Source: an optimization exercise on an open RTL-to-GDS flow (aim: small area, a short achievable clock period and few clock cycles per item). Production flows keep margins and buffers that such runs may drop.
The RTL was checked by simulation tests, not by an equivalence proof against the original design.
Power is estimated from default activity; no workload was simulated.

==> branch indigo <==
// npu_top
module npu_top (
    input  logic                       aclk,
    input  logic                       rst_n,
    input  logic                       reg_wr,
    input  logic                       reg_rd,
    input  logic [8-1:0] reg_addr,
    input  logic [16-1:0]     reg_wdata,
    output logic [16-1:0]     reg_rdata,
    output logic                       reg_rvalid,
    output logic                       interrupt
);
==> module npu_activation, before the edit <==
module npu_activation (
    input  npu_pkg::act_type_t     act_sel,
    input  logic [32-1:0]  acc_s,
    input  logic [32-1:0]  acc_c,
    output logic [16-1:0] result
);
    localparam logic [16-1:0] sat_max = {1'b0, {(16-1){1'b1}}};
    localparam logic [16-1:0] sat_min = {1'b1, {(16-1){1'b0}}};
    localparam logic [16-1:0] q_one = 16'h0100;
    logic [23:0] low;
    logic [8:0]  top0, top1, top;
    logic        c23, ovf0, ovf1, ovf, sign, nonzero;
    logic [16-1:0] q8_8, reduced;
    assign low  = {1'b0, acc_s[22:0]} + {1'b0, acc_c[22:0]};
    assign c23  = low[23];
    assign top0 = acc_s[31:23] + acc_c[31:23];
    assign top1 = acc_s[31:23] + acc_c[31:23] + 9'd1;
    assign ovf0 = !(&top0 || !(|top0));
    assign ovf1 = !(&top1 || !(|top1));
    assign ovf  = c23 ? ovf1 : ovf0;
    assign top  = c23 ? top1 : top0;
    assign sign = top[8];
    assign q8_8 = {top[0], low[22:8]};
    assign nonzero = (acc_s ^ acc_c) != {acc_s[30:0] | acc_c[30:0], 1'b0};
    assign reduced = !ovf ? q8_8 : sign ? sat_min : sat_max;
    always_comb begin
        case (act_sel)
            npu_pkg::act_relu: result = sign ? '0 : reduced;
            npu_pkg::act_step: result = (!sign && nonzero) ? q_one : '0;
            default:           result = reduced;
        endcase
    end
endmodule
clock: 10.0 ns
lec_check: 0
cap_margin: 20
core_margin: 2
core_utilization: 60
slew_margin: 20
standard.sh (not shown) runs the stock make flow with config.mk's settings and CLKGATE_MAP_FILE= SYNTH_SCRIPT=/design/flow/synth_recipe.tcl, a recipe that flattens the netlist after the stock synthesis.
==> flow/flow/run.sh <==
#!/bin/bash
set -uo pipefail
SETUP_MARGIN=6.25
R=$PWD/orfs/results/sky130hd/npu_top/base

bash standard.sh SETUP_SLACK_MARGIN=$SETUP_MARGIN $R/1_2_yosys.v > synth.log 2>&1 || { tail -20 synth.log; exit 1; }
cp $R/1_2_yosys.v $R/1_2_yosys.standard.v
python3 flow/fa_polarity.py $R/1_2_yosys.standard.v $R/1_2_yosys.fapol.v > fa_polarity.log 2>&1 || { cat fa_polarity.log; exit 1; }
cp $R/1_2_yosys.fapol.v $R/1_2_yosys.v
bash standard.sh SETUP_SLACK_MARGIN=$SETUP_MARGIN finish > layout.log 2>&1 || { tail -20 layout.log; exit 1; }
tail -3 layout.log
Other scripts of this flow, unchanged in this note and not shown: flow/flow/fa_polarity.py
==> branch zinc (differences from branch indigo) <==
--- a/flow/flow/run.sh
+++ b/flow/flow/run.sh
@@ -1,5 +1,5 @@
 #!/bin/bash
 set -uo pipefail
-SETUP_MARGIN=6.25
+SETUP_MARGIN=6.5
 R=$PWD/orfs/results/sky130hd/npu_top/base
 
CORE_UTILIZATION = 40   (was 60)
==> branch garnet (differences from branch indigo) <==
--- a/flow/design.v
+++ b/flow/design.v
@@ -478,24 +478,15 @@
     localparam logic [16-1:0] sat_min = {1'b1, {(16-1){1'b0}}};
     localparam logic [16-1:0] q_one = 16'h0100;
-    logic [23:0] low;
-    logic [8:0]  top0, top1, top;
-    logic        c23, ovf0, ovf1, ovf, sign, nonzero;
-    logic [16-1:0] q8_8, reduced;
-    assign low  = {1'b0, acc_s[22:0]} + {1'b0, acc_c[22:0]};
-    assign c23  = low[23];
-    assign top0 = acc_s[31:23] + acc_c[31:23];
-    assign top1 = acc_s[31:23] + acc_c[31:23] + 9'd1;
-    assign ovf0 = !(&top0 || !(|top0));
-    assign ovf1 = !(&top1 || !(|top1));
-    assign ovf  = c23 ? ovf1 : ovf0;
-    assign top  = c23 ? top1 : top0;
-    assign sign = top[8];
-    assign q8_8 = {top[0], low[22:8]};
-    assign nonzero = (acc_s ^ acc_c) != {acc_s[30:0] | acc_c[30:0], 1'b0};
-    assign reduced = !ovf ? q8_8 : sign ? sat_min : sat_max;
+    npu_pkg::acc_word_t sum;
+    logic               overflow;
+    logic [16-1:0] reduced;
+    assign sum.raw = acc_s + acc_c;
+    assign overflow = sum.f.sat_hi != {$bits(sum.f.sat_hi){sum.f.q8_8[16-1]}};
+    assign reduced  = !overflow ? sum.f.q8_8 :
+                      sum.raw[32-1] ? sat_min : sat_max;
     always_comb begin
         case (act_sel)
-            npu_pkg::act_relu: result = sign ? '0 : reduced;
-            npu_pkg::act_step: result = (!sign && nonzero) ? q_one : '0;
+            npu_pkg::act_relu: result = sum.raw[32-1] ? '0 : reduced;
+            npu_pkg::act_step: result = (!sum.raw[32-1] && sum.raw != '0) ? q_one : '0;
             default:           result = reduced;
         endcase
--- a/flow/flow/run.sh
+++ b/flow/flow/run.sh
@@ -1,5 +1,5 @@
 #!/bin/bash
 set -uo pipefail
-SETUP_MARGIN=6.25
+SETUP_MARGIN=6
 R=$PWD/orfs/results/sky130hd/npu_top/base
 
==> reports/results.ini <==
[outcome]
status=finished clean

[layout]
nNetsFinal=13275
nFillCells=16397
clkbuf_count=282
layoutNonFillerInstCount=14580

[power_and_ir_drop]
sw_frac_of_total=0.3651

[global_routing]
antenna_found_initial=18

[detailed_routing]
detail_route.vias_per_cell=6.548

[clock_tree]
ctsResizeCount=336

[floorplan]
tap_cells=2854
coreArea_mm2=0.2176

[critical_path]
path_delay_family=simple AND/OR/NAND/NOR gates

Source of the figures above: branch garnet

==> reports/results.ini <==
[outcome]
status=finished clean

[power_and_ir_drop]
sw_frac_of_total=0.3528

[critical_path]
path_delay_family=adder cells

[layout]
clkbuf_count=299
nFillCells=29356

[detailed_routing]
wire_per_inst_um=27.77

[floorplan]
coreArea_mm2=0.3363

[global_routing]
use_met3=0.07915

Source of the figures above: branch zinc

==> reports/results.ini <==
[outcome]
status=finished clean

[floorplan]
coreArea_mm2=0.2242
tap_cells=2992

[layout]
nNetsFinal=14040
nFillCells=16541
layoutNonFillerInstCount=15242

[power_and_ir_drop]
sw_frac_of_total=0.3649

[critical_path]
path_delay_family=simple AND/OR/NAND/NOR gates

[detailed_routing]
detail_route.vias_per_cell=6.420

[global_routing]
antenna_found_initial=35

[clock_tree]
ctsResizeCount=440

Source of the figures above: branch indigo

Testbench counts of branch indigo, summed over its fixed seeds: cycles 7,296, runs 256.
Testbench counts of branch zinc, summed over its fixed seeds: cycles 7,296, runs 256.
Testbench counts of branch garnet, summed over its fixed seeds: cycles 7,296, runs 256.

* * *

==> v19: inputs <==
Another version of the RTL of npu_top (not shown whole).
==> flow/config.mk <==
export PLATFORM = sky130hd
export DESIGN_NAME = npu_top
export DESIGN_NICKNAME = npu_top
export VERILOG_FILES = /design/flow/design.v
export SDC_FILE = /design/flow/constraint.sdc
export NUM_CORES = 4
export LEC_CHECK = 0
export CAP_MARGIN = 20
export CORE_MARGIN = 2
export CORE_UTILIZATION = 40
export SLEW_MARGIN = 20
==> flow/constraint.sdc <==
create_clock -name core_clock -period 10.0 [get_ports {aclk}]
set_input_delay 2.0000 -clock core_clock [delete_from_list [all_inputs] [get_ports {aclk}]]
set_output_delay 2.0000 -clock core_clock [all_outputs]
set_load 0.01 [all_outputs]
run.sh (not shown) runs the stock make flow with config.mk's settings and CLKGATE_MAP_FILE= SYNTH_SCRIPT=/design/flow/synth_recipe.tcl, a recipe that flattens the netlist after the stock synthesis.
Stock flow here: none of the scripts above is used.
==> v3: changes against v19 <==
--- a/flow/design.v
+++ b/flow/design.v
@@ -23,70 +23,79 @@
 `timescale 1ns/10ps
 module npu_mac_unit (
     input  logic        aclk,
     input  logic        clr,
     input  logic [15:0] w,
     input  logic [7:0]  one,
     input  logic [7:0]  two,
+    input  logic [7:0]  nz,
     input  logic [7:0]  neg,
     output logic [31:0] acc_s,
     output logic [31:0] acc_c
 );
     logic [31:0] sa, ca, sd, cd;
     logic [17:0] pp0, pp1, pp2, pp3, pp4, pp5, pp6, pp7;
     logic [16:0] wx;
     assign sa = clr ? 32'd0 : acc_s;
     assign ca = clr ? 32'd0 : acc_c;
     assign wx = {w[15], w};
     always_comb begin
-        for (int b = 0; b < 17; b++) begin
+        for (int b = 0; b < 16; b++) begin
             pp0[b] = ((one[0] & wx[b]) | (two[0] & (b == 0 ? 1'b0 : wx[b == 0 ? 0 : b - 1]))) ^ neg[0];
         end
+        pp0[16] = (nz[0] & w[15]) ^ neg[0];
         pp0[17] = ~pp0[16];
     end
     always_comb begin
-        for (int b = 0; b < 17; b++) begin
+        for (int b = 0; b < 16; b++) begin
             pp1[b] = ((one[1] & wx[b]) | (two[1] & (b == 0 ? 1'b0 : wx[b == 0 ? 0 : b - 1]))) ^ neg[1];
         end
+        pp1[16] = (nz[1] & w[15]) ^ neg[1];
         pp1[17] = ~pp1[16];
     end
     always_comb begin
-        for (int b = 0; b < 17; b++) begin
+        for (int b = 0; b < 16; b++) begin
             pp2[b] = ((one[2] & wx[b]) | (two[2] & (b == 0 ? 1'b0 : wx[b == 0 ? 0 : b - 1]))) ^ neg[2];
         end
+        pp2[16] = (nz[2] & w[15]) ^ neg[2];
         pp2[17] = ~pp2[16];
     end
     always_comb begin
-        for (int b = 0; b < 17; b++) begin
+        for (int b = 0; b < 16; b++) begin
             pp3[b] = ((one[3] & wx[b]) | (two[3] & (b == 0 ? 1'b0 : wx[b == 0 ? 0 : b - 1]))) ^ neg[3];
         end
+        pp3[16] = (nz[3] & w[15]) ^ neg[3];
         pp3[17] = ~pp3[16];
     end
     always_comb begin
-        for (int b = 0; b < 17; b++) begin
+        for (int b = 0; b < 16; b++) begin
             pp4[b] = ((one[4] & wx[b]) | (two[4] & (b == 0 ? 1'b0 : wx[b == 0 ? 0 : b - 1]))) ^ neg[4];
         end
+        pp4[16] = (nz[4] & w[15]) ^ neg[4];
         pp4[17] = ~pp4[16];
     end
     always_comb begin
-        for (int b = 0; b < 17; b++) begin
+        for (int b = 0; b < 16; b++) begin
             pp5[b] = ((one[5] & wx[b]) | (two[5] & (b == 0 ? 1'b0 : wx[b == 0 ? 0 : b - 1]))) ^ neg[5];
         end
+        pp5[16] = (nz[5] & w[15]) ^ neg[5];
         pp5[17] = ~pp5[16];
     end
     always_comb begin
-        for (int b = 0; b < 17; b++) begin
+        for (int b = 0; b < 16; b++) begin
             pp6[b] = ((one[6] & wx[b]) | (two[6] & (b == 0 ? 1'b0 : wx[b == 0 ? 0 : b - 1]))) ^ neg[6];
         end
+        pp6[16] = (nz[6] & w[15]) ^ neg[6];
         pp6[17] = ~pp6[16];
     end
     always_comb begin
-        for (int b = 0; b < 17; b++) begin
+        for (int b = 0; b < 16; b++) begin
             pp7[b] = ((one[7] & wx[b]) | (two[7] & (b == 0 ? 1'b0 : wx[b == 0 ? 0 : b - 1]))) ^ neg[7];
         end
+        pp7[16] = (nz[7] & w[15]) ^ neg[7];
         pp7[17] = ~pp7[16];
     end
     wire s1 = pp0[12] ^ pp1[10];
     wire k2 = pp0[12] & pp1[10];
     wire s3 = pp0[13] ^ pp1[11];
     wire k4 = pp0[13] & pp1[11];
     wire s5 = pp0[14] ^ pp1[12] ^ pp2[10];
@@ -514,86 +523,108 @@
                 if (wt_wr && reg_addr[5:3] == 3'(i) && col_addr == 3'(j)) w_mem[i][j] <= reg_wdata;
             end
         end
     end
     logic       busy, done;
     logic [7:0] issued;      
     logic       col_valid;   
-    logic       kill;        
-    logic       all_issued, conflict, issue, fire, acc_clr;
+    logic       fire;        
+    logic       acc_clr;     
+    logic       all_issued, conflict, issue;
+    logic       busy_n, col_valid_n;
+    logic [7:0] issued_n;
     logic [2:0] next_col, sel_col;
     npu_pkg::act_type_t act_sel;
     assign all_issued = &issued;
     assign start      = ctrl_wr && reg_wdata[0] && !busy;
     assign conflict   = (in_wr || wt_wr) && issued[col_addr];
-    assign fire       = busy && all_issued && !col_valid;
     assign issue      = busy ? !all_issued : in_wr;
-    assign acc_clr    = kill || fire;
     always_comb begin
         next_col = '0;
         for (int j = dim - 1; j >= 0; j--) begin
             if (!issued[j]) next_col = 3'(j);
         end
     end
     assign sel_col = busy ? next_col : col_addr;
+    always_comb begin
+        busy_n      = busy;
+        col_valid_n = issue;
+        issued_n    = (conflict ? 8'd0 : issued) | (issue ? (8'd1 << sel_col) : 8'd0);
+        if (start) busy_n = 1'b1;
+        if (fire) begin
+            busy_n   = 1'b0;
+            issued_n = '0;
+        end
+        if (!rst_n) begin
+            busy_n      = 1'b0;
+            col_valid_n = 1'b0;
+            issued_n    = '0;
+        end
+    end
     always_ff @(posedge aclk) begin
+        busy      <= busy_n;
+        col_valid <= col_valid_n;
+        issued    <= issued_n;
+        fire      <= busy_n && (&issued_n) && !col_valid_n;
+        acc_clr   <= !rst_n || conflict || (busy_n && (&issued_n) && !col_valid_n);
         if (!rst_n) begin
-            busy      <= 1'b0;
-            done      <= 1'b0;
-            issued    <= '0;
-            col_valid <= 1'b0;
-            kill      <= 1'b1;
-            act_sel   <= npu_pkg::act_identity;
-        end else begin
-            col_valid <= issue;
-            kill      <= conflict;
-            if (fire) begin
-                issued <= '0;
-            end else begin
-                issued <= (conflict ? 8'd0 : issued) | (issue ? (8'd1 << sel_col) : 8'd0);
-            end
-            if (start) begin
-                busy    <= 1'b1;
-                done    <= 1'b0;
-                act_sel <= npu_pkg::act_type_t'(reg_wdata[2:1]);
-            end else if (fire) begin
-                busy <= 1'b0;
-                done <= 1'b1;
-            end
+            done    <= 1'b0;
+            act_sel <= npu_pkg::act_identity;
+        end else if (start) begin
+            done    <= 1'b0;
+            act_sel <= npu_pkg::act_type_t'(reg_wdata[2:1]);
+        end else if (fire) begin
+            done    <= 1'b1;
         end
     end
     assign interrupt = done;
     logic [dw-1:0] col_w [dim];
     logic [dw-1:0] x_val;
     logic [dw:0]   x_ext;
-    logic [7:0]    b_one, b_two, b_neg;
+    logic [7:0]    b_one, b_two, b_nz, b_neg;
+    logic [7:0]    n_one, n_two, n_nz, n_neg;
+    logic [7:0]    d_one, d_two, d_nz, d_neg, d_top;
+    logic          d_en;
     assign x_val = busy ? x_mem[next_col] : reg_wdata;
     assign x_ext = {x_val, 1'b0};
-    always_ff @(posedge aclk) begin
-        for (int i = 0; i < dim; i++) col_w[i] <= w_mem[i][sel_col];
+    assign d_en = rst_n && issue;
+    always_comb begin
         for (int k = 0; k < 8; k++) begin
-            b_one[k] <= rst_n && issue && (x_ext[2*k+1] ^ x_ext[2*k]);
-            b_two[k] <= rst_n && issue &&
-                        ((x_ext[2*k+2] && !x_ext[2*k+1] && !x_ext[2*k]) ||
-                         (!x_ext[2*k+2] && x_ext[2*k+1] && x_ext[2*k]));
-            b_neg[k] <= rst_n && issue && x_ext[2*k+2] && !(x_ext[2*k+1] && x_ext[2*k]);
+            d_one[k] = d_en && (x_ext[2*k+1] ^ x_ext[2*k]);
+            d_two[k] = d_en && ((x_ext[2*k+2] && !x_ext[2*k+1] && !x_ext[2*k]) ||
+                                (!x_ext[2*k+2] && x_ext[2*k+1] && x_ext[2*k]));
+            d_nz[k]  = d_en && (x_ext[2*k+2] != x_ext[2*k+1] || x_ext[2*k+1] != x_ext[2*k]);
+            d_neg[k] = d_en && x_ext[2*k+2] && !(x_ext[2*k+1] && x_ext[2*k]);
+            d_top[k] = d_en && x_ext[2*k+2];
         end
     end
+    always_ff @(posedge aclk) begin
+        for (int i = 0; i < dim; i++) col_w[i] <= w_mem[i][sel_col];
+        b_one <= d_one;
+        b_two <= d_two;
+        b_nz  <= d_nz;
+        b_neg <= d_neg;
+        n_one <= ~d_one;
+        n_two <= ~d_two;
+        n_nz  <= ~d_nz;
+        n_neg <= ~d_top;
+    end
     logic [32-1:0] acc_s [dim];
     logic [32-1:0] acc_c [dim];
     logic [dw-1:0]         row_y [dim];
     logic [dw-1:0]         y_mem [dim];
     for (genvar i = 0; i < dim; i++) begin : g_row
         npu_mac_unit i_mac (
             .aclk  (aclk),
             .clr   (acc_clr),
             .w     (col_w[i]),
-            .one   (b_one),
-            .two   (b_two),
-            .neg   (b_neg),
+            .one   (i < dim / 2 ? b_one : ~n_one),
+            .two   (i < dim / 2 ? b_two : ~n_two),
+            .nz    (i < dim / 2 ? b_nz  : ~n_nz),
+            .neg   (i < dim / 2 ? b_neg : ~n_neg),
             .acc_s (acc_s[i]),
             .acc_c (acc_c[i])
         );
         npu_activation i_act (
             .act_sel (act_sel),
             .acc_s   (acc_s[i]),
             .acc_c   (acc_c[i]),
SETUP_SLACK_MARGIN = 5   (was not set)
==> results.txt <==
quantity                                                                          v3          v19
Storage element area                                                     0.05309 mm2  0.05230 mm2
Placed instance area                                                      0.1387 mm2   0.1388 mm2
Aggregate routed wire length                                               415900 um    422000 um
Simple-gate share of the synthesized area                                     7.906%       10.01%
Compound-gate portion of the synthesized area                                 13.08%       12.39%
Seq Cell Count                                                                  2007         1967
Number of distinct standard cells referenced by the synthesized netlist          106          115
Relative slew margins                                                         16.27%       15.80%
Clock network share of area                                                   5.254%       4.876%
Outcome                                                     timing/DRC/antenna clean  timing/DRC/antenna clean
Die Footprint                                                             0.3396 mm2   0.3403 mm2
Reported clock group power                                                   8690 uW      8120 uW
Global-route wire length before repair                                     621300 um    634300 um
Number of gates on the worst path with buffers counted                            10           11
Clock latency reported for the late side of the worst-skew pair              0.93 ns      0.95 ns
Critical path data arrival time                                              5.65 ns      6.05 ns
CTS Buf Count                                                                    222          220
Testbench counts of v19, summed over its fixed seeds: cycles 7,296, runs 256.
Testbench counts of v3, summed over its fixed seeds: cycles 7,296, runs 256.

==> port drivers added, routing unchanged <==
Ports are ideal in the flow. The routed layouts listed here were re-timed in OpenROAD.
Step 1 sets driving cells, clkbuf_16 on the clock port and buf_2 on the other inputs (assumed; they add their load-dependent delay and slew).
Step 2 times the ports against the registers' clock, not the clock port: input delays grow and output delays shrink by t, the midpoint of the rising clock arrivals with the driver on.
Slacks: ideal / step 1 / step 2; pairs: ideal / step 1.
| run | t (ns) | setup WS [ns] | worst setup path at the end | latest minus earliest clock arrival (ns) |
|---|---|---|---|---|
| branch indigo | 0.969 | 6.123 / 6.197 / 5.233 | input to register | 0.093 / 0.092 |
| branch zinc | 0.995 | 6.203 / 6.203 / 5.473 | input to register | 0.063 / 0.062 |
| branch garnet | 0.979 | 5.878 / 5.960 / 4.981 | input to register | 0.110 / 0.110 |
| v19 | 1.020 | 4.704 / 4.704 / 4.303 | input to register | 0.121 / 0.122 |
| v3 | 0.990 | 5.180 / 4.981 / 3.991 | input to register | 0.066 / 0.065 |
After both steps every run listed still meets setup and hold. For v3, which loses most, drivers alone change the setup slack by -0.199 ns; drivers and shift together by -1.189 ns.
